This design comes from an exercise in tuning for small area, a short achievable clock period and few clock cycles on the open sky130 flow, not from production work. Function was checked by simulation only, so behaviour that the tests miss may differ from the original. No activity file was given, so power comes from the tool's default toggle rates.

===== flow/constraint.sdc =====
create_clock -name core_clock -period 12.0 [get_ports {clk}]
set_input_delay 2.4000 -clock core_clock [delete_from_list [all_inputs] [get_ports {clk}]]
set_output_delay 2.4000 -clock core_clock [all_outputs]
set_load 0.01 [all_outputs]

===== flow/standard.sh =====
#!/bin/bash
# synth_recipe.tcl (not shown) runs the flow's synth.tcl, then flattens the netlist and writes it again
# the make line also repeats each setting of config.mk as NAME=value (left out here)
make -C /OpenROAD-flow-scripts/flow DESIGN_CONFIG=/design/flow/config.mk WORK_HOME=/design/flow/orfs CLKGATE_MAP_FILE= SYNTH_SCRIPT=/design/flow/synth_recipe.tcl "${@:-finish}"

===== flow/config.mk =====
export PLATFORM = sky130hd
export DESIGN_NAME = soft_cluster_membership
export DESIGN_NICKNAME = soft_cluster_membership
export VERILOG_FILES = /design/flow/design.v
export SDC_FILE = /design/flow/constraint.sdc
export NUM_CORES = 4
export LEC_CHECK = 0
export CAP_MARGIN = 20
export CORE_MARGIN = 2
export CORE_UTILIZATION = 40
export SLEW_MARGIN = 20

===== flow/design.v =====
package scm_pkg;
    localparam int ACC_W = 40;
    localparam logic [ACC_W-1:0] ACC_MAX = {ACC_W{1'b1}};
    localparam int Q15_W = 16;
    localparam int CLUSTER_W = 4;
    localparam int DIM_W = 4;
    localparam int ALPHA_W = 16;
    localparam logic [ALPHA_W-1:0] ALPHA_RESET = 16'd256;
    localparam int PADDR_W = 3;
    localparam logic REG_ALPHA = 1'b0;
    localparam int RW = 49;
    typedef enum logic
    {
        OP_LOAD  = 1'b0,
        OP_POINT = 1'b1
    } op_t;
endpackage
import scm_pkg::*;
module scm_div
(
    input  logic             clk,
    input  logic             preload,
    input  logic [ACC_W-1:0] snap,
    input  logic [RW-1:0]    ybase,
    output logic [Q15_W-1:0] quot
);
    logic [RW-1:0] rem_reg;
    logic          flip;
    logic [RW-1:0] sum;
    assign flip = !rem_reg[RW-1];
    scm_add #(
        .W(RW)
    ) u_add (
        .a  ({rem_reg[RW-2:0], 1'b0}),
        .b  (ybase ^ {RW{flip}}),
        .ci (flip),
        .s  (sum)
    );
    always_ff @(posedge clk)
    begin
        rem_reg <= preload ? {{(RW-ACC_W-3){1'b1}}, ~snap, 3'b111} : sum;
        quot    <= {quot[Q15_W-2:0], !sum[RW-1]};
    end
endmodule
module scm_add
#(
    parameter int W = 49
)
(
    input  logic [W-1:0] a,
    input  logic [W-1:0] b,
    input  logic         ci,
    output logic [W-1:0] s
);
    localparam int L = $clog2(W + 1);
    always @(*)
    begin : b_prefix
        logic [W:0] g;
        logic [W:0] p;
        logic [W:0] gn;
        logic [W:0] pn;
        g = {a & b, ci};
        p = {a ^ b, 1'b0};
        for (int l = 0; l < L; l++)
        begin
            gn = g;
            pn = p;
            for (int i = 0; i <= W; i++)
            begin
                if (((i >> l) & 1) == 1)
                begin
                    gn[i] = g[i] | (p[i] & g[((i >> l) << l) - 1]);
                    pn[i] = p[i] & p[((i >> l) << l) - 1];
                end
            end
            g = gn;
            p = pn;
        end
        s = a ^ b ^ g[W-1:0];
    end
endmodule
module scm_sqtree
(
    input  logic [15:0] u,
    input  logic        s,
    output logic [31:0] r1,
    output logic [31:0] r2
);
    logic fc3, fc5, fc7, fc8, fc10, fc11, fc13, fc14, fc15, fc16, fc17, fc19;
    logic fc20, fc22, fc24, fc30, fc32, fc34, fc35, fc36, fc37, fc38, fc39, fc40;
    logic fc41, fc42, fc43, fc44, fc45, fc46, fc47, fc48, fc49, fc50, fc51, fc52;
    logic fc53, fc54, fc55, fc56, fc57, fc58, fc59, fc60, fc62, fc68, fc69, fc70;
    logic fc71, fc72, fc73, fc74, fc75, fc76, fc77, fc78, fc79, fc80, fc81, fc82;
    logic fc83, fc84, fc85, fc86, fc87, fc88, fc93, fc94, fc95, fc96, fc97, fc98;
    logic fc99, fc100, fc101, fc102, fc103, fc104, fc105, fc106, fc107, fc108, fc109, fc110;
    logic fc111, fc112, fc113, fc114, fc115, fc116, fc117, fs3, fs5, fs7, fs8, fs10;
    logic fs11, fs13, fs14, fs15, fs16, fs17, fs19, fs20, fs22, fs24, fs30, fs32;
    logic fs34, fs35, fs36, fs37, fs38, fs39, fs40, fs41, fs42, fs43, fs44, fs45;
    logic fs46, fs47, fs48, fs49, fs50, fs51, fs52, fs53, fs54, fs55, fs56, fs57;
    logic fs58, fs59, fs60, fs62, fs68, fs69, fs70, fs71, fs72, fs73, fs74, fs75;
    logic fs76, fs77, fs78, fs79, fs80, fs81, fs82, fs83, fs84, fs85, fs86, fs87;
    logic fs88, fs93, fs94, fs95, fs96, fs97, fs98, fs99, fs100, fs101, fs102, fs103;
    logic fs104, fs105, fs106, fs107, fs108, fs109, fs110, fs111, fs112, fs113, fs114, fs115;
    logic fs116, fs117, hc0, hc1, hc2, hc4, hc6, hc9, hc12, hc18, hc21, hc23;
    logic hc25, hc26, hc27, hc28, hc29, hc31, hc33, hc61, hc63, hc64, hc65, hc66;
    logic hc67, hc89, hc90, hc91, hc92, hc118, hc119, hs0, hs1, hs2, hs4, hs6;
    logic hs9, hs12, hs18, hs21, hs23, hs25, hs26, hs27, hs28, hs29, hs31, hs33;
    logic hs61, hs63, hs64, hs65, hs66, hs67, hs89, hs90, hs91, hs92, hs118, hs119;
    logic p0, p1, p10, p11, p12, p13, p14, p15, p16, p17, p18, p19;
    logic p100, p101, p102, p103, p104, p105, p106, p107, p108, p109, p110, p111;
    logic p112, p113, p114, p115, p116, p117, p118, p119, p120, p121, p122, p123;
    logic p124, p125, p126, p127, p128, p129, p130, p131, p132, p133, p134, p135;
    logic p136, p137, p138, p139, p140, p141, p142, p143, p144, p145, p146, p147;
    logic p148, p149, p150, p151, p152, p2, p20, p21, p22, p23, p24, p25;
    logic p26, p27, p28, p29, p3, p30, p31, p32, p33, p34, p35, p36;
    logic p37, p38, p39, p4, p40, p41, p42, p43, p44, p45, p46, p47;
    logic p48, p49, p5, p50, p51, p52, p53, p54, p55, p56, p57, p58;
    logic p59, p6, p60, p61, p62, p63, p64, p65, p66, p67, p68, p69;
    logic p7, p70, p71, p72, p73, p74, p75, p76, p77, p78, p79, p8;
    logic p80, p81, p82, p83, p84, p85, p86, p87, p88, p89, p9, p90;
    logic p91, p92, p93, p94, p95, p96, p97, p98, p99;
    assign p0 = u[0];
    assign p1 = u[0] & u[1];
    assign p2 = u[0] & u[2];
    assign p3 = u[0] & u[3];
    assign p4 = u[0] & u[4];
    assign p5 = u[0] & u[5];
    assign p6 = u[0] & u[6];
    assign p7 = u[0] & u[7];
    assign p8 = u[0] & u[8];
    assign p9 = u[0] & u[9];
    assign p10 = u[0] & u[10];
    assign p11 = u[0] & u[11];
    assign p12 = u[0] & u[12];
    assign p13 = u[0] & u[13];
    assign p14 = u[0] & u[14];
    assign p15 = u[0] & u[15];
    assign p16 = u[1];
    assign p17 = u[1] & u[2];
    assign p18 = u[1] & u[3];
    assign p19 = u[1] & u[4];
    assign p20 = u[1] & u[5];
    assign p21 = u[1] & u[6];
    assign p22 = u[1] & u[7];
    assign p23 = u[1] & u[8];
    assign p24 = u[1] & u[9];
    assign p25 = u[1] & u[10];
    assign p26 = u[1] & u[11];
    assign p27 = u[1] & u[12];
    assign p28 = u[1] & u[13];
    assign p29 = u[1] & u[14];
    assign p30 = u[1] & u[15];
    assign p31 = u[2];
    assign p32 = u[2] & u[3];
    assign p33 = u[2] & u[4];
    assign p34 = u[2] & u[5];
    assign p35 = u[2] & u[6];
    assign p36 = u[2] & u[7];
    assign p37 = u[2] & u[8];
    assign p38 = u[2] & u[9];
    assign p39 = u[2] & u[10];
    assign p40 = u[2] & u[11];
    assign p41 = u[2] & u[12];
    assign p42 = u[2] & u[13];
    assign p43 = u[2] & u[14];
    assign p44 = u[2] & u[15];
    assign p45 = u[3];
    assign p46 = u[3] & u[4];
    assign p47 = u[3] & u[5];
    assign p48 = u[3] & u[6];
    assign p49 = u[3] & u[7];
    assign p50 = u[3] & u[8];
    assign p51 = u[3] & u[9];
    assign p52 = u[3] & u[10];
    assign p53 = u[3] & u[11];
    assign p54 = u[3] & u[12];
    assign p55 = u[3] & u[13];
    assign p56 = u[3] & u[14];
    assign p57 = u[3] & u[15];
    assign p58 = u[4];
    assign p59 = u[4] & u[5];
    assign p60 = u[4] & u[6];
    assign p61 = u[4] & u[7];
    assign p62 = u[4] & u[8];
    assign p63 = u[4] & u[9];
    assign p64 = u[4] & u[10];
    assign p65 = u[4] & u[11];
    assign p66 = u[4] & u[12];
    assign p67 = u[4] & u[13];
    assign p68 = u[4] & u[14];
    assign p69 = u[4] & u[15];
    assign p70 = u[5];
    assign p71 = u[5] & u[6];
    assign p72 = u[5] & u[7];
    assign p73 = u[5] & u[8];
    assign p74 = u[5] & u[9];
    assign p75 = u[5] & u[10];
    assign p76 = u[5] & u[11];
    assign p77 = u[5] & u[12];
    assign p78 = u[5] & u[13];
    assign p79 = u[5] & u[14];
    assign p80 = u[5] & u[15];
    assign p81 = u[6];
    assign p82 = u[6] & u[7];
    assign p83 = u[6] & u[8];
    assign p84 = u[6] & u[9];
    assign p85 = u[6] & u[10];
    assign p86 = u[6] & u[11];
    assign p87 = u[6] & u[12];
    assign p88 = u[6] & u[13];
    assign p89 = u[6] & u[14];
    assign p90 = u[6] & u[15];
    assign p91 = u[7];
    assign p92 = u[7] & u[8];
    assign p93 = u[7] & u[9];
    assign p94 = u[7] & u[10];
    assign p95 = u[7] & u[11];
    assign p96 = u[7] & u[12];
    assign p97 = u[7] & u[13];
    assign p98 = u[7] & u[14];
    assign p99 = u[7] & u[15];
    assign p100 = u[8];
    assign p101 = u[8] & u[9];
    assign p102 = u[8] & u[10];
    assign p103 = u[8] & u[11];
    assign p104 = u[8] & u[12];
    assign p105 = u[8] & u[13];
    assign p106 = u[8] & u[14];
    assign p107 = u[8] & u[15];
    assign p108 = u[9];
    assign p109 = u[9] & u[10];
    assign p110 = u[9] & u[11];
    assign p111 = u[9] & u[12];
    assign p112 = u[9] & u[13];
    assign p113 = u[9] & u[14];
    assign p114 = u[9] & u[15];
    assign p115 = u[10];
    assign p116 = u[10] & u[11];
    assign p117 = u[10] & u[12];
    assign p118 = u[10] & u[13];
    assign p119 = u[10] & u[14];
    assign p120 = u[10] & u[15];
    assign p121 = u[11];
    assign p122 = u[11] & u[12];
    assign p123 = u[11] & u[13];
    assign p124 = u[11] & u[14];
    assign p125 = u[11] & u[15];
    assign p126 = u[12];
    assign p127 = u[12] & u[13];
    assign p128 = u[12] & u[14];
    assign p129 = u[12] & u[15];
    assign p130 = u[13];
    assign p131 = u[13] & u[14];
    assign p132 = u[13] & u[15];
    assign p133 = u[14];
    assign p134 = u[14] & u[15];
    assign p135 = u[15];
    assign p136 = s;
    assign p137 = s & u[0];
    assign p138 = s & u[1];
    assign p139 = s & u[2];
    assign p140 = s & u[3];
    assign p141 = s & u[4];
    assign p142 = s & u[5];
    assign p143 = s & u[6];
    assign p144 = s & u[7];
    assign p145 = s & u[8];
    assign p146 = s & u[9];
    assign p147 = s & u[10];
    assign p148 = s & u[11];
    assign p149 = s & u[12];
    assign p150 = s & u[13];
    assign p151 = s & u[14];
    assign p152 = s & u[15];
    assign hs0 = p15 ^ p29;
    assign hc0 = p15 & p29;
    assign hs1 = p9 ^ p23;
    assign hc1 = p9 & p23;
    assign hs2 = p10 ^ p24;
    assign hc2 = p10 & p24;
    assign fs3 = p11 ^ p25 ^ p38;
    assign fc3 = (p11 & p25) | (p11 & p38) | (p25 & p38);
    assign hs4 = p50 ^ p61;
    assign hc4 = p50 & p61;
    assign fs5 = p12 ^ p26 ^ p39;
    assign fc5 = (p12 & p26) | (p12 & p39) | (p26 & p39);
    assign hs6 = p51 ^ p62;
    assign hc6 = p51 & p62;
    assign fs7 = p13 ^ p27 ^ p40;
    assign fc7 = (p13 & p27) | (p13 & p40) | (p27 & p40);
    assign fs8 = p52 ^ p63 ^ p73;
    assign fc8 = (p52 & p63) | (p52 & p73) | (p63 & p73);
    assign hs9 = p82 ^ p91;
    assign hc9 = p82 & p91;
    assign fs10 = p14 ^ p28 ^ p41;
    assign fc10 = (p14 & p28) | (p14 & p41) | (p28 & p41);
    assign fs11 = p53 ^ p64 ^ p74;
    assign fc11 = (p53 & p64) | (p53 & p74) | (p64 & p74);
    assign hs12 = p83 ^ p151;
    assign hc12 = p83 & p151;
    assign fs13 = p42 ^ p54 ^ p65;
    assign fc13 = (p42 & p54) | (p42 & p65) | (p54 & p65);
    assign fs14 = p75 ^ p84 ^ p92;
    assign fc14 = (p75 & p84) | (p75 & p92) | (p84 & p92);
    assign fs15 = p100 ^ p152 ^ hs0;
    assign fc15 = (p100 & p152) | (p100 & hs0) | (p152 & hs0);
    assign fs16 = hc0 ^ p30 ^ p43;
    assign fc16 = (hc0 & p30) | (hc0 & p43) | (p30 & p43);
    assign fs17 = p55 ^ p66 ^ p76;
    assign fc17 = (p55 & p66) | (p55 & p76) | (p66 & p76);
    assign hs18 = p85 ^ p93;
    assign hc18 = p85 & p93;
    assign fs19 = p44 ^ p56 ^ p67;
    assign fc19 = (p44 & p56) | (p44 & p67) | (p56 & p67);
    assign fs20 = p77 ^ p86 ^ p94;
    assign fc20 = (p77 & p86) | (p77 & p94) | (p86 & p94);
    assign hs21 = p101 ^ p108;
    assign hc21 = p101 & p108;
    assign fs22 = p57 ^ p68 ^ p78;
    assign fc22 = (p57 & p68) | (p57 & p78) | (p68 & p78);
    assign hs23 = p87 ^ p95;
    assign hc23 = p87 & p95;
    assign fs24 = p69 ^ p79 ^ p88;
    assign fc24 = (p69 & p79) | (p69 & p88) | (p79 & p88);
    assign hs25 = p96 ^ p103;
    assign hc25 = p96 & p103;
    assign hs26 = p80 ^ p89;
    assign hc26 = p80 & p89;
    assign hs27 = p90 ^ p98;
    assign hc27 = p90 & p98;
    assign hs28 = p5 ^ p19;
    assign hc28 = p5 & p19;
    assign hs29 = p6 ^ p20;
    assign hc29 = p6 & p20;
    assign fs30 = p7 ^ p21 ^ p34;
    assign fc30 = (p7 & p21) | (p7 & p34) | (p21 & p34);
    assign hs31 = p46 ^ p58;
    assign hc31 = p46 & p58;
    assign fs32 = p8 ^ p22 ^ p35;
    assign fc32 = (p8 & p22) | (p8 & p35) | (p22 & p35);
    assign hs33 = p47 ^ p145;
    assign hc33 = p47 & p145;
    assign fs34 = p36 ^ p48 ^ p59;
    assign fc34 = (p36 & p48) | (p36 & p59) | (p48 & p59);
    assign fs35 = p70 ^ p146 ^ hs1;
    assign fc35 = (p70 & p146) | (p70 & hs1) | (p146 & hs1);
    assign fs36 = hc1 ^ p37 ^ p49;
    assign fc36 = (hc1 & p37) | (hc1 & p49) | (p37 & p49);
    assign fs37 = p60 ^ p147 ^ hs2;
    assign fc37 = (p60 & p147) | (p60 & hs2) | (p147 & hs2);
    assign fs38 = hc2 ^ p71 ^ p81;
    assign fc38 = (hc2 & p71) | (hc2 & p81) | (p71 & p81);
    assign fs39 = p148 ^ fs3 ^ hs4;
    assign fc39 = (p148 & fs3) | (p148 & hs4) | (fs3 & hs4);
    assign fs40 = fc3 ^ hc4 ^ p72;
    assign fc40 = (fc3 & hc4) | (fc3 & p72) | (hc4 & p72);
    assign fs41 = p149 ^ fs5 ^ hs6;
    assign fc41 = (p149 & fs5) | (p149 & hs6) | (fs5 & hs6);
    assign fs42 = fc5 ^ hc6 ^ p150;
    assign fc42 = (fc5 & hc6) | (fc5 & p150) | (hc6 & p150);
    assign fs43 = fs7 ^ fs8 ^ hs9;
    assign fc43 = (fs7 & fs8) | (fs7 & hs9) | (fs8 & hs9);
    assign fs44 = fc7 ^ fc8 ^ hc9;
    assign fc44 = (fc7 & fc8) | (fc7 & hc9) | (fc8 & hc9);
    assign fs45 = fs10 ^ fs11 ^ hs12;
    assign fc45 = (fs10 & fs11) | (fs10 & hs12) | (fs11 & hs12);
    assign fs46 = fc10 ^ fc11 ^ hc12;
    assign fc46 = (fc10 & fc11) | (fc10 & hc12) | (fc11 & hc12);
    assign fs47 = fs13 ^ fs14 ^ fs15;
    assign fc47 = (fs13 & fs14) | (fs13 & fs15) | (fs14 & fs15);
    assign fs48 = fc13 ^ fc14 ^ fc15;
    assign fc48 = (fc13 & fc14) | (fc13 & fc15) | (fc14 & fc15);
    assign fs49 = fs16 ^ fs17 ^ hs18;
    assign fc49 = (fs16 & fs17) | (fs16 & hs18) | (fs17 & hs18);
    assign fs50 = fc16 ^ fc17 ^ hc18;
    assign fc50 = (fc16 & fc17) | (fc16 & hc18) | (fc17 & hc18);
    assign fs51 = fs19 ^ fs20 ^ hs21;
    assign fc51 = (fs19 & fs20) | (fs19 & hs21) | (fs20 & hs21);
    assign fs52 = fc19 ^ fc20 ^ hc21;
    assign fc52 = (fc19 & fc20) | (fc19 & hc21) | (fc20 & hc21);
    assign fs53 = p102 ^ fs22 ^ hs23;
    assign fc53 = (p102 & fs22) | (p102 & hs23) | (fs22 & hs23);
    assign fs54 = fc22 ^ hc23 ^ p109;
    assign fc54 = (fc22 & hc23) | (fc22 & p109) | (hc23 & p109);
    assign fs55 = p115 ^ fs24 ^ hs25;
    assign fc55 = (p115 & fs24) | (p115 & hs25) | (fs24 & hs25);
    assign fs56 = fc24 ^ hc25 ^ p97;
    assign fc56 = (fc24 & hc25) | (fc24 & p97) | (hc25 & p97);
    assign fs57 = p104 ^ p110 ^ hs26;
    assign fc57 = (p104 & p110) | (p104 & hs26) | (p110 & hs26);
    assign fs58 = hc26 ^ p105 ^ p111;
    assign fc58 = (hc26 & p105) | (hc26 & p111) | (p105 & p111);
    assign fs59 = p116 ^ p121 ^ hs27;
    assign fc59 = (p116 & p121) | (p116 & hs27) | (p121 & hs27);
    assign fs60 = hc27 ^ p99 ^ p106;
    assign fc60 = (hc27 & p99) | (hc27 & p106) | (p99 & p106);
    assign hs61 = p112 ^ p117;
    assign hc61 = p112 & p117;
    assign fs62 = p107 ^ p113 ^ p118;
    assign fc62 = (p107 & p113) | (p107 & p118) | (p113 & p118);
    assign hs63 = p122 ^ p126;
    assign hc63 = p122 & p126;
    assign hs64 = p114 ^ p119;
    assign hc64 = p114 & p119;
    assign hs65 = p120 ^ p124;
    assign hc65 = p120 & p124;
    assign hs66 = p3 ^ p17;
    assign hc66 = p3 & p17;
    assign hs67 = p4 ^ p18;
    assign hc67 = p4 & p18;
    assign fs68 = p32 ^ p45 ^ p142;
    assign fc68 = (p32 & p45) | (p32 & p142) | (p45 & p142);
    assign fs69 = hc28 ^ p33 ^ p143;
    assign fc69 = (hc28 & p33) | (hc28 & p143) | (p33 & p143);
    assign fs70 = hc29 ^ p144 ^ fs30;
    assign fc70 = (hc29 & p144) | (hc29 & fs30) | (p144 & fs30);
    assign fs71 = fc30 ^ hc31 ^ fs32;
    assign fc71 = (fc30 & hc31) | (fc30 & fs32) | (hc31 & fs32);
    assign fs72 = fc32 ^ hc33 ^ fs34;
    assign fc72 = (fc32 & hc33) | (fc32 & fs34) | (hc33 & fs34);
    assign fs73 = fc34 ^ fc35 ^ fs36;
    assign fc73 = (fc34 & fc35) | (fc34 & fs36) | (fc35 & fs36);
    assign fs74 = fc36 ^ fc37 ^ fs38;
    assign fc74 = (fc36 & fc37) | (fc36 & fs38) | (fc37 & fs38);
    assign fs75 = fc38 ^ fc39 ^ fs40;
    assign fc75 = (fc38 & fc39) | (fc38 & fs40) | (fc39 & fs40);
    assign fs76 = fc40 ^ fc41 ^ fs42;
    assign fc76 = (fc40 & fc41) | (fc40 & fs42) | (fc41 & fs42);
    assign fs77 = fc42 ^ fc43 ^ fs44;
    assign fc77 = (fc42 & fc43) | (fc42 & fs44) | (fc43 & fs44);
    assign fs78 = fc44 ^ fc45 ^ fs46;
    assign fc78 = (fc44 & fc45) | (fc44 & fs46) | (fc45 & fs46);
    assign fs79 = fc46 ^ fc47 ^ fs48;
    assign fc79 = (fc46 & fc47) | (fc46 & fs48) | (fc47 & fs48);
    assign fs80 = fc48 ^ fc49 ^ fs50;
    assign fc80 = (fc48 & fc49) | (fc48 & fs50) | (fc49 & fs50);
    assign fs81 = fc50 ^ fc51 ^ fs52;
    assign fc81 = (fc50 & fc51) | (fc50 & fs52) | (fc51 & fs52);
    assign fs82 = fc52 ^ fc53 ^ fs54;
    assign fc82 = (fc52 & fc53) | (fc52 & fs54) | (fc53 & fs54);
    assign fs83 = fc54 ^ fc55 ^ fs56;
    assign fc83 = (fc54 & fc55) | (fc54 & fs56) | (fc55 & fs56);
    assign fs84 = fc56 ^ fc57 ^ fs58;
    assign fc84 = (fc56 & fc57) | (fc56 & fs58) | (fc57 & fs58);
    assign fs85 = fc58 ^ fc59 ^ fs60;
    assign fc85 = (fc58 & fc59) | (fc58 & fs60) | (fc59 & fs60);
    assign fs86 = fc60 ^ hc61 ^ fs62;
    assign fc86 = (fc60 & hc61) | (fc60 & fs62) | (hc61 & fs62);
    assign fs87 = fc62 ^ hc63 ^ p123;
    assign fc87 = (fc62 & hc63) | (fc62 & p123) | (hc63 & p123);
    assign fs88 = hc64 ^ p127 ^ p130;
    assign fc88 = (hc64 & p127) | (hc64 & p130) | (p127 & p130);
    assign hs89 = hc65 ^ p125;
    assign hc89 = hc65 & p125;
    assign hs90 = p129 ^ p131;
    assign hc90 = p129 & p131;
    assign hs91 = p1 ^ p16;
    assign hc91 = p1 & p16;
    assign hs92 = p2 ^ p139;
    assign hc92 = p2 & p139;
    assign fs93 = p31 ^ p140 ^ hs66;
    assign fc93 = (p31 & p140) | (p31 & hs66) | (p140 & hs66);
    assign fs94 = hc66 ^ p141 ^ hs67;
    assign fc94 = (hc66 & p141) | (hc66 & hs67) | (p141 & hs67);
    assign fs95 = hc67 ^ hs28 ^ fs68;
    assign fc95 = (hc67 & hs28) | (hc67 & fs68) | (hs28 & fs68);
    assign fs96 = fc68 ^ hs29 ^ fs69;
    assign fc96 = (fc68 & hs29) | (fc68 & fs69) | (hs29 & fs69);
    assign fs97 = fc69 ^ hs31 ^ fs70;
    assign fc97 = (fc69 & hs31) | (fc69 & fs70) | (hs31 & fs70);
    assign fs98 = fc70 ^ hs33 ^ fs71;
    assign fc98 = (fc70 & hs33) | (fc70 & fs71) | (hs33 & fs71);
    assign fs99 = fc71 ^ fs35 ^ fs72;
    assign fc99 = (fc71 & fs35) | (fc71 & fs72) | (fs35 & fs72);
    assign fs100 = fc72 ^ fs37 ^ fs73;
    assign fc100 = (fc72 & fs37) | (fc72 & fs73) | (fs37 & fs73);
    assign fs101 = fc73 ^ fs39 ^ fs74;
    assign fc101 = (fc73 & fs39) | (fc73 & fs74) | (fs39 & fs74);
    assign fs102 = fc74 ^ fs41 ^ fs75;
    assign fc102 = (fc74 & fs41) | (fc74 & fs75) | (fs41 & fs75);
    assign fs103 = fc75 ^ fs43 ^ fs76;
    assign fc103 = (fc75 & fs43) | (fc75 & fs76) | (fs43 & fs76);
    assign fs104 = fc76 ^ fs45 ^ fs77;
    assign fc104 = (fc76 & fs45) | (fc76 & fs77) | (fs45 & fs77);
    assign fs105 = fc77 ^ fs47 ^ fs78;
    assign fc105 = (fc77 & fs47) | (fc77 & fs78) | (fs47 & fs78);
    assign fs106 = fc78 ^ fs49 ^ fs79;
    assign fc106 = (fc78 & fs49) | (fc78 & fs79) | (fs49 & fs79);
    assign fs107 = fc79 ^ fs51 ^ fs80;
    assign fc107 = (fc79 & fs51) | (fc79 & fs80) | (fs51 & fs80);
    assign fs108 = fc80 ^ fs53 ^ fs81;
    assign fc108 = (fc80 & fs53) | (fc80 & fs81) | (fs53 & fs81);
    assign fs109 = fc81 ^ fs55 ^ fs82;
    assign fc109 = (fc81 & fs55) | (fc81 & fs82) | (fs55 & fs82);
    assign fs110 = fc82 ^ fs57 ^ fs83;
    assign fc110 = (fc82 & fs57) | (fc82 & fs83) | (fs57 & fs83);
    assign fs111 = fc83 ^ fs59 ^ fs84;
    assign fc111 = (fc83 & fs59) | (fc83 & fs84) | (fs59 & fs84);
    assign fs112 = fc84 ^ hs61 ^ fs85;
    assign fc112 = (fc84 & hs61) | (fc84 & fs85) | (hs61 & fs85);
    assign fs113 = fc85 ^ hs63 ^ fs86;
    assign fc113 = (fc85 & hs63) | (fc85 & fs86) | (hs63 & fs86);
    assign fs114 = fc86 ^ hs64 ^ fs87;
    assign fc114 = (fc86 & hs64) | (fc86 & fs87) | (hs64 & fs87);
    assign fs115 = fc87 ^ hs65 ^ fs88;
    assign fc115 = (fc87 & hs65) | (fc87 & fs88) | (hs65 & fs88);
    assign fs116 = fc88 ^ p128 ^ hs89;
    assign fc116 = (fc88 & p128) | (fc88 & hs89) | (p128 & hs89);
    assign fs117 = hc89 ^ p133 ^ hs90;
    assign fc117 = (hc89 & p133) | (hc89 & hs90) | (p133 & hs90);
    assign hs118 = hc90 ^ p132;
    assign hc118 = hc90 & p132;
    assign hs119 = p134 ^ p135;
    assign hc119 = p134 & p135;
    assign r1[0] = p0;
    assign r2[0] = p136;
    assign r1[1] = p137;
    assign r2[1] = 1'b0;
    assign r1[2] = p138;
    assign r2[2] = hs91;
    assign r1[3] = hc91;
    assign r2[3] = hs92;
    assign r1[4] = hc92;
    assign r2[4] = fs93;
    assign r1[5] = fc93;
    assign r2[5] = fs94;
    assign r1[6] = fc94;
    assign r2[6] = fs95;
    assign r1[7] = fc95;
    assign r2[7] = fs96;
    assign r1[8] = fc96;
    assign r2[8] = fs97;
    assign r1[9] = fc97;
    assign r2[9] = fs98;
    assign r1[10] = fc98;
    assign r2[10] = fs99;
    assign r1[11] = fc99;
    assign r2[11] = fs100;
    assign r1[12] = fc100;
    assign r2[12] = fs101;
    assign r1[13] = fc101;
    assign r2[13] = fs102;
    assign r1[14] = fc102;
    assign r2[14] = fs103;
    assign r1[15] = fc103;
    assign r2[15] = fs104;
    assign r1[16] = fc104;
    assign r2[16] = fs105;
    assign r1[17] = fc105;
    assign r2[17] = fs106;
    assign r1[18] = fc106;
    assign r2[18] = fs107;
    assign r1[19] = fc107;
    assign r2[19] = fs108;
    assign r1[20] = fc108;
    assign r2[20] = fs109;
    assign r1[21] = fc109;
    assign r2[21] = fs110;
    assign r1[22] = fc110;
    assign r2[22] = fs111;
    assign r1[23] = fc111;
    assign r2[23] = fs112;
    assign r1[24] = fc112;
    assign r2[24] = fs113;
    assign r1[25] = fc113;
    assign r2[25] = fs114;
    assign r1[26] = fc114;
    assign r2[26] = fs115;
    assign r1[27] = fc115;
    assign r2[27] = fs116;
    assign r1[28] = fc116;
    assign r2[28] = fs117;
    assign r1[29] = fc117;
    assign r2[29] = hs118;
    assign r1[30] = hc118;
    assign r2[30] = hs119;
    assign r1[31] = hc119;
    assign r2[31] = 1'b0;
endmodule
import scm_pkg::*;
module soft_cluster_membership
#(
    parameter int NUM_CLUSTERS = 16,
    parameter int NUM_DIMS = 16,
    parameter int COORD_BITS = 16
)
(
    input  logic                  clk,
    input  logic                  rst_n,
    input  logic                  psel,
    input  logic                  penable,
    input  logic                  pwrite,
    input  logic [PADDR_W-1:0]    paddr,
    input  logic [31:0]           pwdata,
    output logic [31:0]           prdata,
    output logic                  pready,
    input  logic                  start,
    output logic                  busy,
    input  logic                  operation,
    input  logic [CLUSTER_W-1:0]  cluster,
    input  logic [DIM_W-1:0]      dim_index,
    input  logic [COORD_BITS-1:0] coord_value,
    input  logic                  last_coord,
    output logic                  result_valid,
    output logic [CLUSTER_W-1:0]  cluster_index,
    output logic [Q15_W-1:0]      membership,
    output logic                  last
);
    localparam int K = 16;
    logic [3:0]            ph_reg;
    logic                  busy_reg;
    logic                  go_reg;
    logic                  in_op;
    logic [3:0]            in_cl;
    logic [3:0]            in_dim;
    logic [15:0]           in_x;
    logic                  in_last;
    logic [4:0]            sl_reg;
    logic                  accept;
    logic                  occ_nx;
    logic                  op_nx;
    logic [3:0]            dim_nx;
    logic                  last_nx;
    logic                  fin_ok_nx;
    logic                  go_nx;
    logic                  go_lastpt;
    logic                  at0_nx;
    logic                  at8_nx;
    logic                  tsel_reg;
    assign accept    = start && !busy_reg;
    assign occ_nx    = accept || busy_reg;
    assign op_nx     = accept ? operation   : in_op;
    assign dim_nx    = accept ? dim_index   : in_dim;
    assign last_nx   = accept ? last_coord  : in_last;
    assign go_lastpt = go_reg && in_op == OP_POINT && in_last;
    assign fin_ok_nx = !go_lastpt && sl_reg >= 5'd15;
    assign at0_nx    = dim_nx == 4'(ph_reg + 4'd1);
    assign at8_nx    = dim_nx == 4'(ph_reg + 4'd9) && op_nx == OP_POINT;
    assign go_nx     = occ_nx && (at0_nx || at8_nx)
                     && (op_nx == OP_LOAD || !last_nx || fin_ok_nx);
    always_ff @(posedge clk)
    begin
        tsel_reg <= !at0_nx;
        if (accept)
        begin
            in_op   <= operation;
            in_cl   <= cluster;
            in_dim  <= dim_index;
            in_x    <= coord_value;
            in_last <= last_coord;
        end
    end
    always_ff @(posedge clk or negedge rst_n)
    begin
        if (!rst_n)
        begin
            ph_reg   <= '0;
            busy_reg <= 1'b0;
            go_reg   <= 1'b0;
            sl_reg   <= 5'd16;
        end
        else
        begin
            ph_reg   <= 4'(ph_reg + 1'b1);
            busy_reg <= occ_nx && !go_nx;
            go_reg   <= go_nx;
            if (go_lastpt)
            begin
                sl_reg <= 5'd1;
            end
            else if (sl_reg != 5'd16)
            begin
                sl_reg <= 5'(sl_reg + 1'b1);
            end
        end
    end
    logic pa_v, pa_last;
    logic pb_v, pb_last;
    logic fresh_reg;
    logic [3:0] fc_reg;
    logic pre_reg;
    logic init_reg;
    logic scan_on;
    logic go_pt;
    logic acc_clr;
    assign go_pt = go_reg && in_op == OP_POINT;
    assign acc_clr = pb_last || (fresh_reg && !pb_v);
    assign scan_on = fc_reg != 4'd0 && fc_reg <= 4'd8;
    always_ff @(posedge clk or negedge rst_n)
    begin
        if (!rst_n)
        begin
            pa_v      <= 1'b0;
            pa_last   <= 1'b0;
            pb_v      <= 1'b0;
            pb_last   <= 1'b0;
            fresh_reg <= 1'b1;
            fc_reg    <= '0;
            pre_reg   <= 1'b0;
            init_reg  <= 1'b0;
        end
        else
        begin
            pa_v    <= go_pt;
            pa_last <= go_pt && in_last;
            pb_v    <= pa_v;
            pb_last <= pa_last;
            if (pb_v)
            begin
                fresh_reg <= pb_last;
            end
            if (pb_last)
            begin
                fc_reg <= 4'd1;
            end
            else if (fc_reg != 4'd0)
            begin
                fc_reg <= (fc_reg == 4'd11) ? 4'd0 : 4'(fc_reg + 1'b1);
            end
            pre_reg  <= fc_reg == 4'd9;
            init_reg <= pre_reg;
        end
    end
    logic [K*ACC_W-1:0] snap;
    logic [K*ACC_W-1:0] acc_fin;
    for (genvar j = 0; j < K; j++)
    begin : g_lane
        logic [16*NUM_DIMS-1:0] ring;
        logic [15:0]            tap;
        logic                   we;
        logic [16:0]            d1;
        logic [15:0]            u_reg;
        logic                   s_reg;
        logic [31:0]            r1;
        logic [31:0]            r2;
        logic [31:0]            r1_reg;
        logic [31:0]            r2_reg;
        logic [ACC_W-1:0]       acc_reg;
        logic [ACC_W-1:0]       acc_in;
        logic [ACC_W:0]         cs_s;
        logic [ACC_W:0]         cs_c;
        logic [ACC_W:0]         acc_sum;
        logic [ACC_W-1:0]       acc_new;
        assign tap = tsel_reg ? ring[8*16 +: 16] : ring[15:0];
        assign we  = go_reg && in_op == OP_LOAD && in_cl == 4'(j);
        scm_add #(
            .W(17)
        ) u_sub (
            .a  ({1'b0, in_x ^ 16'h8000}),
            .b  ({1'b1, ~(tap ^ 16'h8000)}),
            .ci (1'b1),
            .s  (d1)
        );
        always_ff @(posedge clk)
        begin
            ring   <= {we ? in_x : ring[15:0], ring[16*NUM_DIMS-1:16]};
            u_reg  <= go_pt ? d1[15:0] ^ {16{d1[16]}} : 16'd0;
            s_reg  <= go_pt && d1[16];
            r1_reg <= r1;
            r2_reg <= r2;
        end
        scm_sqtree u_sq (
            .u  (u_reg),
            .s  (s_reg),
            .r1 (r1),
            .r2 (r2)
        );
        assign acc_in  = acc_reg;
        assign cs_s    = {1'b0, acc_in ^ {8'd0, r1_reg ^ r2_reg}};
        assign cs_c    = {(acc_in & {8'd0, r1_reg}) | (acc_in & {8'd0, r2_reg})
                          | {8'd0, r1_reg & r2_reg}, 1'b0};
        scm_add #(
            .W(ACC_W+1)
        ) u_acc (
            .a  (cs_s),
            .b  (cs_c),
            .ci (1'b0),
            .s  (acc_sum)
        );
        assign acc_new = acc_sum[ACC_W-1:0] | {ACC_W{acc_sum[ACC_W]}};
        assign acc_fin[j*ACC_W +: ACC_W] = acc_new;
        always_ff @(posedge clk)
        begin
            acc_reg <= acc_clr ? '0 : acc_new;
        end
    end
    always_ff @(posedge clk)
    begin
        snap <= pb_last ? acc_fin : {snap[ACC_W-1:0], snap[K*ACC_W-1:ACC_W]};
    end
    logic [ACC_W+3:0] sum_reg;
    logic [ACC_W-1:0] dmax_reg;
    logic [ACC_W-1:0] sa;
    logic [ACC_W-1:0] sb;
    logic [ACC_W-1:0] m0;
    logic [ACC_W+3:0] s0;
    logic             scan_first;
    logic             ab;
    logic             am;
    logic             bm;
    assign scan_first = fc_reg == 4'd1;
    assign sa = scan_on ? snap[0 +: ACC_W] : '0;
    assign sb = scan_on ? snap[8*ACC_W +: ACC_W] : '0;
    assign m0 = scan_first ? '0 : dmax_reg;
    assign s0 = scan_first ? '0 : sum_reg;
    logic [ACC_W:0]   c_ab;
    logic [ACC_W:0]   c_am;
    logic [ACC_W:0]   c_bm;
    logic [ACC_W+3:0] cs_s;
    logic [ACC_W+3:0] cs_c;
    logic [ACC_W+3:0] sum_nx;
    scm_add #(.W(ACC_W+1)) u_ab (.a({1'b0, sa}), .b({1'b0, ~sb}), .ci(1'b1), .s(c_ab));
    scm_add #(.W(ACC_W+1)) u_am (.a({1'b0, sa}), .b({1'b0, ~m0}), .ci(1'b1), .s(c_am));
    scm_add #(.W(ACC_W+1)) u_bm (.a({1'b0, sb}), .b({1'b0, ~m0}), .ci(1'b1), .s(c_bm));
    assign ab = c_ab[ACC_W];
    assign am = c_am[ACC_W];
    assign bm = c_bm[ACC_W];
    assign cs_s = s0 ^ (ACC_W+4)'(sa) ^ (ACC_W+4)'(sb);
    assign cs_c = {(s0[ACC_W+2:0] & (ACC_W+3)'(sa)) | (s0[ACC_W+2:0] & (ACC_W+3)'(sb))
                   | (ACC_W+3)'(sa & sb), 1'b0};
    scm_add #(.W(ACC_W+4)) u_sum (.a(cs_s), .b(cs_c), .ci(1'b0), .s(sum_nx));
    always_ff @(posedge clk)
    begin
        sum_reg  <= sum_nx;
        dmax_reg <= (ab && am) ? sa : (!ab && bm) ? sb : m0;
    end
    logic [ALPHA_W-1:0] alpha_reg;
    logic [24:0]        a_val;
    logic [RW-1:0]      x1;
    logic [RW-1:0]      x2;
    logic               case_b;
    logic [RW-1:0]      ybase_reg;
    logic [43:0]        denp_reg;
    logic [43:0]        x1_reg;
    logic               cb_reg;
    logic [43:0]        denp;
    logic               dz_reg;
    assign a_val  = {alpha_reg, 9'b0};
    assign x1     = RW'({dmax_reg, 4'b0}) - RW'(sum_reg);
    assign x2     = RW'({dmax_reg, 4'b0}) - RW'(sum_reg) - RW'(a_val) - RW'(1);
    assign case_b = !x2[RW-1];
    assign denp   = cb_reg ? x1_reg : 44'(a_val);
    always_ff @(posedge clk)
    begin
        x1_reg   <= x1[43:0];
        cb_reg   <= case_b;
        denp_reg <= denp;
        if (pre_reg)
        begin
            ybase_reg <= RW'(sum_reg) + RW'(denp) - RW'({denp, 4'b0}) + RW'(2);
        end
        else if (init_reg)
        begin
            ybase_reg <= {1'b0, denp_reg, 4'b0};
        end
        if (init_reg)
        begin
            dz_reg <= denp_reg == '0;
        end
    end
    logic [Q15_W-1:0] quot [K];
    for (genvar j = 0; j < K; j++)
    begin : g_div
        scm_div u_div (
            .clk     (clk),
            .preload (pre_reg),
            .snap    (snap[((j + 7) % K)*ACC_W +: ACC_W]),
            .ybase   (ybase_reg),
            .quot    (quot[j])
        );
    end
    logic [4:0]       dcnt_reg;
    logic [K*Q15_W-1:0] ob_reg;
    logic             ov_reg;
    logic [3:0]       oidx_reg;
    logic             olast_reg;
    logic             oload;
    assign oload = dcnt_reg == 5'd16;
    always_ff @(posedge clk or negedge rst_n)
    begin
        if (!rst_n)
        begin
            dcnt_reg  <= '0;
            ov_reg    <= 1'b0;
            oidx_reg  <= '0;
            olast_reg <= 1'b0;
        end
        else
        begin
            if (init_reg)
            begin
                dcnt_reg <= 5'd1;
            end
            else if (dcnt_reg != 5'd0)
            begin
                dcnt_reg <= (dcnt_reg == 5'd16) ? 5'd0 : 5'(dcnt_reg + 1'b1);
            end
            if (oload)
            begin
                ov_reg    <= 1'b1;
                oidx_reg  <= '0;
                olast_reg <= 1'b0;
            end
            else if (ov_reg)
            begin
                ov_reg    <= !olast_reg;
                oidx_reg  <= 4'(oidx_reg + 1'b1);
                olast_reg <= oidx_reg == 4'd14;
            end
        end
    end
    logic [K*Q15_W-1:0] qcat;
    for (genvar j = 0; j < K; j++)
    begin : g_qcat
        assign qcat[j*Q15_W +: Q15_W] = quot[j];
    end
    always_ff @(posedge clk)
    begin
        if (oload)
        begin
            ob_reg <= dz_reg ? '0 : qcat;
        end
        else
        begin
            ob_reg <= {{Q15_W{1'b0}}, ob_reg[K*Q15_W-1:Q15_W]};
        end
    end
    logic [15:0] prd_reg;
    always_ff @(posedge clk or negedge rst_n)
    begin
        if (!rst_n)
        begin
            alpha_reg <= ALPHA_RESET;
        end
        else if (psel && penable && pwrite && paddr[2] == REG_ALPHA)
        begin
            alpha_reg <= pwdata[ALPHA_W-1:0];
        end
    end
    always_ff @(posedge clk)
    begin
        prd_reg <= (paddr[2] == REG_ALPHA) ? alpha_reg : 16'd0;
    end
    assign pready        = 1'b1;
    assign prdata        = {16'd0, prd_reg};
    assign busy          = busy_reg;
    assign result_valid  = ov_reg;
    assign cluster_index = oidx_reg;
    assign membership    = ob_reg[Q15_W-1:0];
    assign last          = olast_reg;
endmodule

===== flow/flow/run.sh =====
#!/bin/bash
# The standard layout, with timing repair aimed at 8 ns of setup slack
# (a 4 ns path budget at the design's 12 ns clock); constraints unchanged
set -euo pipefail
bash standard.sh SETUP_SLACK_MARGIN=8 finish > standard_flow.log 2>&1

==> flow_summary.json, run 1 <==
{
  "status": "no timing/DRC/antenna violations",
  "postRouteWirelength_um": 961000,
  "largest_reg_flops": 4096,
  "synth_top_area_cell": "dfxtp_1",
  "cts.sinks": 8251,
  "grt_pass1_vias": 228586,
  "netlist_instances": 31330,
  "hold_start": "g_lane[5].ring[194]",
  "num_rows": 340,
  "antenna_left": 0,
  "crit_required_ns": 12.91,
  "yosys-top-cells-area": "dfxtp_1 47%, fa_1 13%, ha_1 8.2%",
  "avgViaCountPerCell": 5.01,
  "max_cap_violations": 0,
  "max_freq_mhz": 210,
  "power.density_cell_area_mw_per_mm2": 295,
  "hold_viol_final": 0,
  "initial_core_util": 0.401,
  "ir_drop_mv": 0.310,
  "die_area_mm2": 0.867,
  "drv_slew": 0,
  "avgSynthCellArea_um2": 11.0,
  "place_area_mm2": 0.357,
  "tightestPinTransition_ns": 1.26,
  "drive_gt1_frac": 0.175,
  "coreArea_mm2": 0.857,
  "startpoint_type": "flip-flop",
  "cp_slowest_stage_delay_ns": 0.49,
  "end_kind": "flip-flop",
  "hold_path.class": "reg -> reg",
  "grt_max_degree": 204,
  "leakagePower_uw": 0.189,
  "max-clock-path-buffers": 4,
  "port-buffer-count": 87,
  "setup_viol": 0,
  "path_clk_slew_ns": 0.07,
  "ys_seq_elements": 8251,
  "critPathSlowestCell": "fa_1",
  "die_h_um": 931,
  "dpl.hpwl_um": 654000,
  "yosysUniqueCellTypes": 92,
  "final_area_mm2": 0.418,
  "drt_iter0_markers": 16262,
  "rr_startpoint": "cb_reg",
  "crit_fanout": 7,
  "place.gp.congestion": 0.918,
  "crit_chain": "buf_12 > nand2_1 > o21a_1 > buf_6 > fa_1 > inv_2 > ha_4 > ha_4 > buf_6 > nand4_1 > nor3_4 > a221oi_4 > a31oi_4 > o21bai_2 > a31oi_2 > a221o_1 > a221oi_4 > o21bai_1 > xor2_1 > mux2_4",
  "synth_flop_cell": "dfxtp_1",
  "crit_buf_inv": 4,
  "pin_count": 123,
  "drc_errors": 0,
  "fin_nets": 37165,
  "slew_headroom": 0.158,
  "clock_latency_ns": 1.24,
  "cts_buffers": 828,
  "synth_edf_count": 70,
  "area_growth_pct": 21.7,
  "finClkSkew_ns": 0.127,
  "cp.arrival_ns": 5.69,
  "routedWlPerCell_um": 21.4,
  "final_cell_mix": "8,069 x dfxtp_1, 2,258 x nor2_1, 2,106 x fa_1",
  "num_vias": 224451,
  "drt_pass1_iterations": 12,
  "path_delay_family": "compound AO/OA/AOI/OAI gates",
  "yosysTopAreaCellShare": 0.474,
  "rsz0062_at_grt": "yes",
  "grt.total_usage": 0.214,
  "layout_min_cycle_time_ns": 4.77,
  "async_reset_ff_frac": 0.00594,
  "cts.htree.levels": 6,
  "ys_warn_count": 7,
  "antenna_found_initial": 63,
  "worstSetupPathType": "reg -> reg",
  "grt_overflow": 0,
  "cts_tree": "built",
  "cp-startpoint": "cb_reg",
  "layout.cells.most_common": "dfxtp_1",
  "clk_root_buffer_cell": "clkbuf_16",
  "grt_pass1_wl_um": 1410000,
  "setup_tns_ns": 0,
  "synth_area_mm2": 0.344,
  "period_share": 0.398,
  "synth-seq-area-share": 0.483,
  "die_w_um": 931
}
cell type report:
cell class	count	area, um2
tap	11457	14300
antenna	16	40.0
multi-input combinational	19726	181000
timing repair buffer	1700	19300
fill	75384	439000
inverter	2158	8130
clock inverter	386	5640
clock buffer	1148	23800
sequential	8251	166000
report_power, final:
part	total, uW	switching (uW)	internal (uW)
Combinational	58900	31500	27300
Sequential	37200	4260	33000
Clock	27300	11300	16000
Yosys cell counts (all sizes together) (455+ instances only):
master,n
nor2,2635
inv,2158
o21ai,609
and2,1722
clkbuf,1043
mux2i,455
dfxtp,8132
fa,2182
ha,2251
nand2,1915
xor2,596
a21oi,1791
a21o,601
xnor2,1686
per-layer routing:
layer / part of all wire / up-vias / GRT usage
met1: 0.43 / 111243 / 0.288
met4: 0.057 / 0 / 0.104
met3: 0.069 / 1914 / 0.0343
met2: 0.44 / 6811 / 0.336
li1: - / 104483 / -
met5: 0 / - / 0
metrics by stage:
| step | total power [uW] | hold WS, ns | std cells | utilization | setup slack, ns |
|---|---|---|---|---|---|
| floorplan | 70100 | 0.310 | 31345 | - | 7.52 |
| global placement | 81300 | 0.310 | 41945 | 0.417 | 5.79 |
| detailed placement | 82300 | 0.312 | 41945 | 0.417 | 5.71 |
| CTS | 118000 | 0.229 | 44381 | 0.475 | 7.07 |
| global route | 131000 | 0.231 | 44828 | 0.488 | 6.99 |
| finish | 123000 | 0.233 | 44842 | 0.488 | 7.23 |
path summary, 6_finish.rpt:
path / endpoint / depth (start not counted) / slack [ns]
max: ybase_reg[45] / 20 / 7.23
min: g_lane[5].ring[178] / 0 / 0.23
max reg2reg: ybase_reg[45] / 20 / 7.23
min reg2reg: g_lane[5].ring[178] / 0 / 0.23
max in group asynchronous: pb_last / 2 / 9.61
min in group asynchronous: alpha_reg[5] / 1 / 1.07
kinds of logic (layout without fill, tap and decap cells):
logic type	Yosys count	after routing	share of synthesized area
adder cells (fa/ha/maj)	4433	4433	0.209
XOR/XNOR	2282	2282	0.0581
AND/OR/NAND/NOR	7986	7988	0.112
flip-flops	8251	8251	0.483
AO/OA/AOI/OAI	4168	4168	0.0744
buffers and inverters	3370	5392	0.0373
other	2	33	0.0000218
multiplexers	838	838	0.0258
timing repair:
item | 4_1_cts | 5_1_grt
gates resized for setup | 2798 | 1521
pin swaps | 980 | 1268
hold buffers | 0 | 0
buffers inserted | 839 | 423
gates cloned | 63 | 22
setup endpoints to repair | 2246 | 1799
Testbench counts, summed over its fixed seeds: cycles 1,928.
==> inputs of run 2 (changes only) <==
==> flow/flow/run.sh (replaced) <==
#!/bin/bash
# The standard layout, with timing repair aimed at 7 ns of setup slack
# (a 5 ns path budget at the design's 12 ns clock); constraints unchanged
set -euo pipefail
bash standard.sh SETUP_SLACK_MARGIN=7 finish > standard_flow.log 2>&1
==> run 2 against run 1 <==
  * First-iteration DRC count shrank 8.2%
  * Setup slack got worse by 0.16 ns
  * Design area shrank 6.7%
  * Synthesized cell count unchanged
  * Sequential power is essentially flat
  * Clock-buffer cell count is 1 higher
  * Sequential share of layout area is 2.8 points higher
  * Non-clock buffer count decreased by 1204
  * Area after synthesis unchanged
  * Global-route usage down 0.91 points
==> flow_summary.json, run 2 <==
{
  "status": "no timing/DRC/antenna violations",
  "yosysUniqueCellTypes": 92,
  "yosysTopAreaCellShare": 0.474,
  "coreArea_mm2": 0.857,
  "max_freq_mhz": 203,
  "num_rows": 340,
  "cp.arrival_ns": 5.91,
  "holdPathEnd": "g_lane[11].ring[132]",
  "period_share": 0.411,
  "port-buffer-count": 87,
  "drv_slew": 0,
  "clk_root_buffer_cell": "clkbuf_16",
  "die_area_mm2": 0.867,
  "ys_warn_count": 7,
  "drive_gt1_frac": 0.0825,
  "r2r_end": "snap[162]",
  "ir_drop_mv": 0.229,
  "slew_headroom": 0.185,
  "max-clock-path-buffers": 4,
  "drt_iter0_markers": 14932,
  "drc_errors": 0,
  "netlist_instances": 31330,
  "grt_pass1_wl_um": 1360000,
  "cts.sinks": 8251,
  "synth_edf_count": 70,
  "layout.cells.most_common": "dfxtp_1",
  "worstHoldPathCells": 0,
  "crit_fanout": 25,
  "finClkSkew_ns": 0.132,
  "postRouteWirelength_um": 910000,
  "clock_latency_ns": 1.23,
  "final_cell_mix": "8,113 x dfxtp_1, 2,608 x nor2_1, 2,222 x ha_1",
  "antenna_found_initial": 60,
  "avgViaCountPerCell": 4.96,
  "routedWlPerCell_um": 20.8,
  "path_clk_slew_ns": 0.07,
  "die_h_um": 931,
  "end_kind": "flip-flop",
  "reg2regPathDepth": 18,
  "grt.total_usage": 0.205,
  "setup_viol": 0,
  "fin_nets": 35963,
  "ys_seq_elements": 8251,
  "avgSynthCellArea_um2": 11.0,
  "cts_buffers": 827,
  "leakagePower_uw": 0.178,
  "largest_reg_flops": 4096,
  "cts_tree": "built",
  "cts.htree.levels": 6,
  "hold_path.class": "reg -> reg",
  "num_vias": 216570,
  "rsz0062_at_grt": "yes",
  "synth_most_common_cell": "dfxtp_1",
  "place.gp.congestion": 0.929,
  "hold_viol_final": 0,
  "power.density_cell_area_mw_per_mm2": 287,
  "startpoint_type": "flip-flop",
  "tightestPinTransition_ns": 1.22,
  "fillers": 78440,
  "synth_area_mm2": 0.344,
  "area_growth_pct": 13.6,
  "grt_overflow": 0,
  "initial_core_util": 0.401,
  "synth_flop_cell": "dfxtp_1",
  "r2r_setup_slack_ns": 7.07,
  "hold_start": "g_lane[11].ring[148]",
  "yosys-top-cells-count": "8,132 x dfxtp_1, 2,635 x nor2_1, 2,251 x ha_1, 2,182 x fa_1, 2,158 x inv_1",
  "max_cap_violations": 0,
  "async_reset_ff_frac": 0.00594,
  "yosys-top-cells-area": "dfxtp_1 47%, fa_1 13%, ha_1 8.2%",
  "layout_min_cycle_time_ns": 4.93,
  "drt_pass1_iterations": 7,
  "antenna_left": 0,
  "crit_required_ns": 12.98,
  "synth_top_area_cell": "dfxtp_1",
  "worstSetupPathType": "reg -> reg",
  "dpl.hpwl_um": 656000,
  "total_power_uw": 112000,
  "pin_count": 123,
  "grt_max_degree": 242,
  "die_w_um": 931,
  "synth-seq-area-share": 0.483,
  "grt_pass1_vias": 219298,
  "rr_startpoint": "g_lane[4].r1_reg[0]",
  "setup_tns_ns": 0
}
## run 2: cell counts after synthesis
Identical to the previous run, type by type.
## run 2: routing by layer
metal / GRT usage / part of all wire / vias up
met5: 0 / 0.00014 / -
met4: 0.0934 / 0.054 / 18
li1: - / - / 102154
met1: 0.280 / 0.45 / 106543
met2: 0.319 / 0.43 / 6098
met3: 0.0327 / 0.067 / 1757
## run 2: timing repair
item / 4_1_cts / 5_1_grt
endpoints found under the setup margin: 978 / 731
pin swaps: 34 / 81
gates resized for setup: 225 / 300
setup buffers: 69 / 71
hold buffers: 0 / 0
gates cloned: 8 / 6
## run 2: how the worst max path moves through the flow
stage | startpoint | to | slack, ns | depth (start not counted)
detailed placement | tsel_reg | g_lane[8].u_reg[10] | 5.71 | 18
floorplan | fc_reg[0] | sum_reg[41] | 6.96 | 21
finish | g_lane[4].r1_reg[0] | snap[162] | 7.07 | 18
global route | g_lane[4].r1_reg[0] | snap[170] | 6.88 | 18
CTS | ybase_reg[0] | g_div[8].u_div.rem_reg[48] | 6.83 | 16
global placement | tsel_reg | g_lane[11].u_reg[2] | 5.79 | 18
## run 2: stage by stage
stage                      util  cells  hold WS [ns]  worst slack (ns)  cell area [um2]
after floorplan               -  31345         0.310              6.96           344000
after global placement    0.416  41937         0.310              5.79           357000
after detailed placement  0.416  41937         0.312              5.71           357000
after CTS                 0.453  43547         0.249              6.83           388000
after global routing      0.456  43633         0.263              6.88           390000
final                     0.456  43667         0.263              7.07           390000
## run 2: worst max-delay path, stage by stage (launching register included)
cell	delay, ns
dfxtp_1	0.30
inv_1	0.07
fa_1	0.19
inv_1	0.07
ha_1	0.22
fa_1	0.49
a21o_1	0.19
a21oi_1	0.22
nor2b_1	0.11
a21oi_1	0.24
o21ai_0	0.24
a41o_1	0.37
a31oi_1	0.36
o21ai_0	0.32
and3_1	0.31
and3_1	0.18
buf_4	0.24
nor2_1	0.48
a21oi_1	0.14
## run 2: kinds of logic after synthesis
logic type / after synthesis / synth area share
flops: 8251 / 0.483
simple gates: 7986 / 0.112
fa+ha+maj: 4433 / 0.209
compound gates: 4168 / 0.0744
buf+inv: 3370 / 0.0373
xor+xnor: 2282 / 0.0581
mux: 838 / 0.0258
other cells: 2 / 0.0000218
## run 2: layout make-up
cell class | instances | area, um2 | share of cell area
Clock buffer | 1149 | 23800 | 0.0609
Tap cell | 11457 | 14300 | 0.0367
Sequential cell | 8251 | 166000 | 0.426
Antenna cell | 43 | 108 | 0.000276
Inverter | 2158 | 8120 | 0.0208
Timing Repair Buffer | 496 | 5110 | 0.0131
Multi-Input combinational cell | 19729 | 167000 | 0.427
Clock inverter | 384 | 5930 | 0.0152
## run 2: report_power, final
group	leakage (uW)	switching [uW]	internal (uW)
registers	0.0676	4450	32900
logic	0.0964	26500	20500
clock network	0.0144	11300	16100
total	0.178	42300	69500
==> inputs of run 3 (changes only) <==
--- a/flow/design.v
+++ b/flow/design.v
@@ -627,6 +627,7 @@
     logic                  at0_nx;
     logic                  at8_nx;
     logic                  tsel_reg;
+    logic                  tsel8_reg;
     assign accept    = start && !busy_reg;
     assign occ_nx    = accept || busy_reg;
     assign op_nx     = accept ? operation   : in_op;
@@ -641,6 +642,7 @@
     always_ff @(posedge clk)
     begin
         tsel_reg <= !at0_nx;
+        tsel8_reg <= at8_nx;
         if (accept)
         begin
             in_op   <= operation;
@@ -681,11 +683,11 @@
     logic pre_reg;
     logic init_reg;
     logic scan_on;
+    logic scan_first;
     logic go_pt;
     logic acc_clr;
     assign go_pt = go_reg && in_op == OP_POINT;
     assign acc_clr = pb_last || (fresh_reg && !pb_v);
-    assign scan_on = fc_reg != 4'd0 && fc_reg <= 4'd8;
     always_ff @(posedge clk or negedge rst_n)
     begin
         if (!rst_n)
@@ -697,6 +699,8 @@
             fresh_reg <= 1'b1;
             fc_reg    <= '0;
             pre_reg   <= 1'b0;
+            scan_first <= 1'b0;
+            scan_on   <= 1'b0;
             init_reg  <= 1'b0;
         end
         else
@@ -718,6 +722,8 @@
                 fc_reg <= (fc_reg == 4'd11) ? 4'd0 : 4'(fc_reg + 1'b1);
             end
             pre_reg  <= fc_reg == 4'd9;
+            scan_first <= pb_last;
+            scan_on    <= pb_last || (fc_reg != 4'd0 && fc_reg < 4'd8);
             init_reg <= pre_reg;
         end
     end
@@ -741,7 +747,14 @@
         logic [ACC_W:0]         cs_c;
         logic [ACC_W:0]         acc_sum;
         logic [ACC_W-1:0]       acc_new;
-        assign tap = tsel_reg ? ring[8*16 +: 16] : ring[15:0];
+        if (j < K / 2)
+        begin : g_t0
+            assign tap = tsel_reg ? ring[8*16 +: 16] : ring[15:0];
+        end
+        else
+        begin : g_t8
+            assign tap = tsel8_reg ? ring[8*16 +: 16] : ring[15:0];
+        end
         assign we  = go_reg && in_op == OP_LOAD && in_cl == 4'(j);
         scm_add #(
             .W(17)
@@ -794,11 +807,9 @@
     logic [ACC_W-1:0] sb;
     logic [ACC_W-1:0] m0;
     logic [ACC_W+3:0] s0;
-    logic             scan_first;
     logic             ab;
     logic             am;
     logic             bm;
-    assign scan_first = fc_reg == 4'd1;
     assign sa = scan_on ? snap[0 +: ACC_W] : '0;
     assign sb = scan_on ? snap[8*ACC_W +: ACC_W] : '0;
     assign m0 = scan_first ? '0 : dmax_reg;
==> run 3 against run 2 <==
  * Clock-buffer cell count shrank 9
  * Sequential share of layout area is essentially flat
  * First-iteration DRC count grew 7.9%
  * Core utilization shrank 0.27 points
  * Non-clock buffer count shrank 60
  * Die area grew 0.63%
  * Via count grew 0.52%
  * Cell count grew 0.23%
  * Hold slack lost 0.030 ns
  * Critical path type unchanged
  * Largest cell class unchanged
  * Largest power group unchanged
==> flow_summary.json, run 3 <==
{
  "end_kind": "flip-flop",
  "hold_start": "g_lane[2].ring[217]",
  "ys_warn_count": 7,
  "grt_pass1_wl_um": 1370000,
  "avgSynthCellArea_um2": 11.0,
  "post-place-ws_ns": 5.97,
  "cp.arrival_ns": 5.99,
  "place.gp.congestion": 0.912,
  "drt_pass1_iterations": 8,
  "place_area_mm2": 0.359,
  "r2r_setup_slack_ns": 7.03,
  "yosysTopAreaCellShare": 0.471,
  "startpoint_type": "flip-flop",
  "avgViaCountPerCell": 4.97,
  "ir_drop_mv": 0.205,
  "power.density_cell_area_mw_per_mm2": 279,
  "cts.htree.levels": 6,
  "coreArea_mm2": 0.862,
  "num_vias": 217689,
  "r2r_end": "g_div[7].u_div.quot[0]",
  "async_reset_ff_frac": 0.00618,
  "setup_ws_ns": 7.03,
  "period_share": 0.414,
  "layout_min_cycle_time_ns": 4.97,
  "dpl.hpwl_um": 655000,
  "drc_errors": 0,
  "cts.sinks": 8254,
  "area_growth_pct": 12.9,
  "setup_tns_ns": 0,
  "max-clock-path-buffers": 4,
  "fin_nets": 36051,
  "die_area_mm2": 0.872,
  "grt_max_degree": 242,
  "netlist_instances": 31498,
  "final_cell_mix": "8,111 x dfxtp_1, 2,533 x nor2_1, 2,249 x ha_1",
  "finClkSkew_ns": 0.143,
  "cts_buffers": 831,
  "setup_viol": 0,
  "largest_reg_flops": 4096,
  "clk_root_buffer_cell": "clkbuf_16",
  "rsz0062_at_grt": "yes",
  "pin_count": 123,
  "port-buffer-count": 87,
  "initial_core_util": 0.401,
  "grt_pass1_vias": 222674,
  "crit_fanout": 9,
  "drv_slew": 0,
  "synth-seq-area-share": 0.480,
  "postRouteWirelength_um": 908000,
  "ctsHoldBuffers": 0,
  "clock_latency_ns": 1.23,
  "final_cells": 43768,
  "synth_flop_cell": "dfxtp_1",
  "cts_tree": "built",
  "hold_viol_final": 0,
  "status": "no timing/DRC/antenna violations",
  "final_area_mm2": 0.391,
  "slew_headroom": 0.185,
  "grt.total_usage": 0.203,
  "post-route-util": 0.453,
  "drt_iter0_markers": 16109,
  "antenna_found_initial": 79,
  "synth_edf_count": 70,
  "path_clk_slew_ns": 0.06,
  "yosys-top-cells-area": "dfxtp_1 47%, fa_1 13%, ha_1 8.1%",
  "holdPathEnd": "g_lane[2].ring[201]",
  "synth_top_area_cell": "dfxtp_1",
  "synth_most_common_cell": "dfxtp_1",
  "routedWlPerCell_um": 20.7,
  "reg2regPathDepth": 15,
  "grt_overflow": 0,
  "rr_startpoint": "ybase_reg[23]",
  "antenna_left": 0,
  "ys_seq_elements": 8254,
  "leakagePower_uw": 0.178,
  "die_h_um": 934,
  "yosys-top-cells-count": "8,133 x dfxtp_1, 2,535 x nor2_1, 2,251 x ha_1, 2,182 x fa_1, 2,162 x inv_1",
  "crit_required_ns": 13.03,
  "num_rows": 341,
  "hold_path.class": "reg -> reg",
  "synth_area_mm2": 0.346,
  "yosysUniqueCellTypes": 117,
  "layout.cells.most_common": "dfxtp_1",
  "worstSetupPathType": "reg -> reg",
  "drive_gt1_frac": 0.0765,
  "tightestPinTransition_ns": 1.22,
  "worstHoldPathCells": 0,
  "max_freq_mhz": 201,
  "die_w_um": 934,
  "dpl.cell_count": 42144,
  "max_cap_violations": 0
}
[run 3: changes by cell type after synthesis, sizes merged, moves of 32 or more]
cell	change
and3	+39
o21a	-82
mux2i	+37
a21o	+46
xnor2	+32
nand2	-69
a31oi	+71
and2	-60
nor2	-100
[run 3: worst max-delay path, cell delays in order, from the launching register on]
cell	delay [ns]
edfxtp_1	0.34
buf_4	0.42
buf_4	0.46
xnor2_1	0.14
ha_1	0.36
nand3_1	0.11
or3_1	0.42
a2111o_1	0.36
a21oi_1	0.24
o31ai_1	0.14
nand2_1	0.18
a21oi_2	0.15
o31ai_4	0.50
a31o_2	0.27
mux2i_1	0.25
or2_1	0.39
[run 3: how the worst max path moves through the flow]
stage                   from                      to  slack (ns)  cells after the start
6_report       ybase_reg[23]  g_div[7].u_div.quot[0]        7.03                     15
5_1_grt              scan_on             dmax_reg[5]        6.94                     15
4_1_cts               cb_reg           ybase_reg[44]        7.00                     18
3_5_place_dp        tsel_reg     g_lane[0].u_reg[11]        5.97                     19
3_3_place_gp        tsel_reg      g_lane[0].u_reg[9]        5.84                     19
2_1_floorplan       tsel_reg      g_lane[1].u_reg[6]        7.28                     20
[run 3: what timing repair did]
item                                    in CTS  in global routing
endpoints found under the setup margin     320                341
gates cloned                                 0                  4
pin swaps                                    3                  8
setup buffers                               19                 39
gates resized for setup                     61                114
[run 3: metrics by stage]
stage / total power [uW] / hold WS (ns)
after floorplan: 68600 / 0.310
after global placement: 79600 / 0.310
after detailed placement: 80500 / 0.312
after CTS: 109000 / 0.221
after global routing: 116000 / 0.239
final: 109000 / 0.233
[run 3: per-layer routing]
layer	GRT usage	share of wire	vias to the layer above
li1	-	-	102800
met1	0.275	0.44	107352
met2	0.324	0.44	5801
met3	0.0308	0.065	1726
met4	0.0901	0.051	10
met5	0	0.000079	-
[run 3: cell families after synthesis]
family	Yosys count	synth area share
AOI/OAI and AO/OA	4349	0.0784
xor gates and xnor gates	2339	0.0592
adders and majority gates	4433	0.208
buffers and inverters	3393	0.0375
DFF	8254	0.480
muxes	846	0.0258
other	2	0.0000217
and+or+nand+nor	7882	0.111
[run 3: final cells by class]
class                           count  area [um2]
Inverter                         2162        8150
Clock inverter                    395        6250
Timing Repair Buffer              436        4140
Clock buffer                     1140       23800
Sequential cell                  8254      166000
Tap cell                        11490       14400
Antenna cell                       25        62.6
Fill cell                       78807      472000
Multi-Input combinational cell  19866      168000
[run 3: power breakdown]
group          total (uW)  internal (uW)  leakage (uW)  switching (uW)
Clock               27700          16300        0.0146           11500
Combinational       44300          18900        0.0955           25400
Sequential          36900          32900        0.0676            4000
Testbench counts of run 3, summed over its fixed seeds: cycles 1,928.

==> what the ideal ports hide <==
No port has a modelled driver above. Below, the same layouts with a new extraction and two added sets of constraints. Step 1 assumes that a clkbuf_16 drives the clock port and a buf_2 every other input. Step 2 moves the port delays by t, midway between the first and last clock arrival at a register: inputs arrive t later, outputs are due t later. That takes back most of the time a late clock gives input paths. Slacks: ideal ports / drivers / drivers and shift; pairs: ideal ports / drivers.
run	t (ns)	setup WS [ns]	worst register clock-pin slew, ns	cell pins on the clock port's net
run 1	1.306	7.229 / 7.229 / 7.229	0.08 / 0.08	1
run 2	1.305	7.073 / 7.073 / 7.073	0.07 / 0.07	1
run 3	1.294	7.035 / 7.035 / 7.035	0.07 / 0.07	1
After both steps every run listed still meets setup and hold.
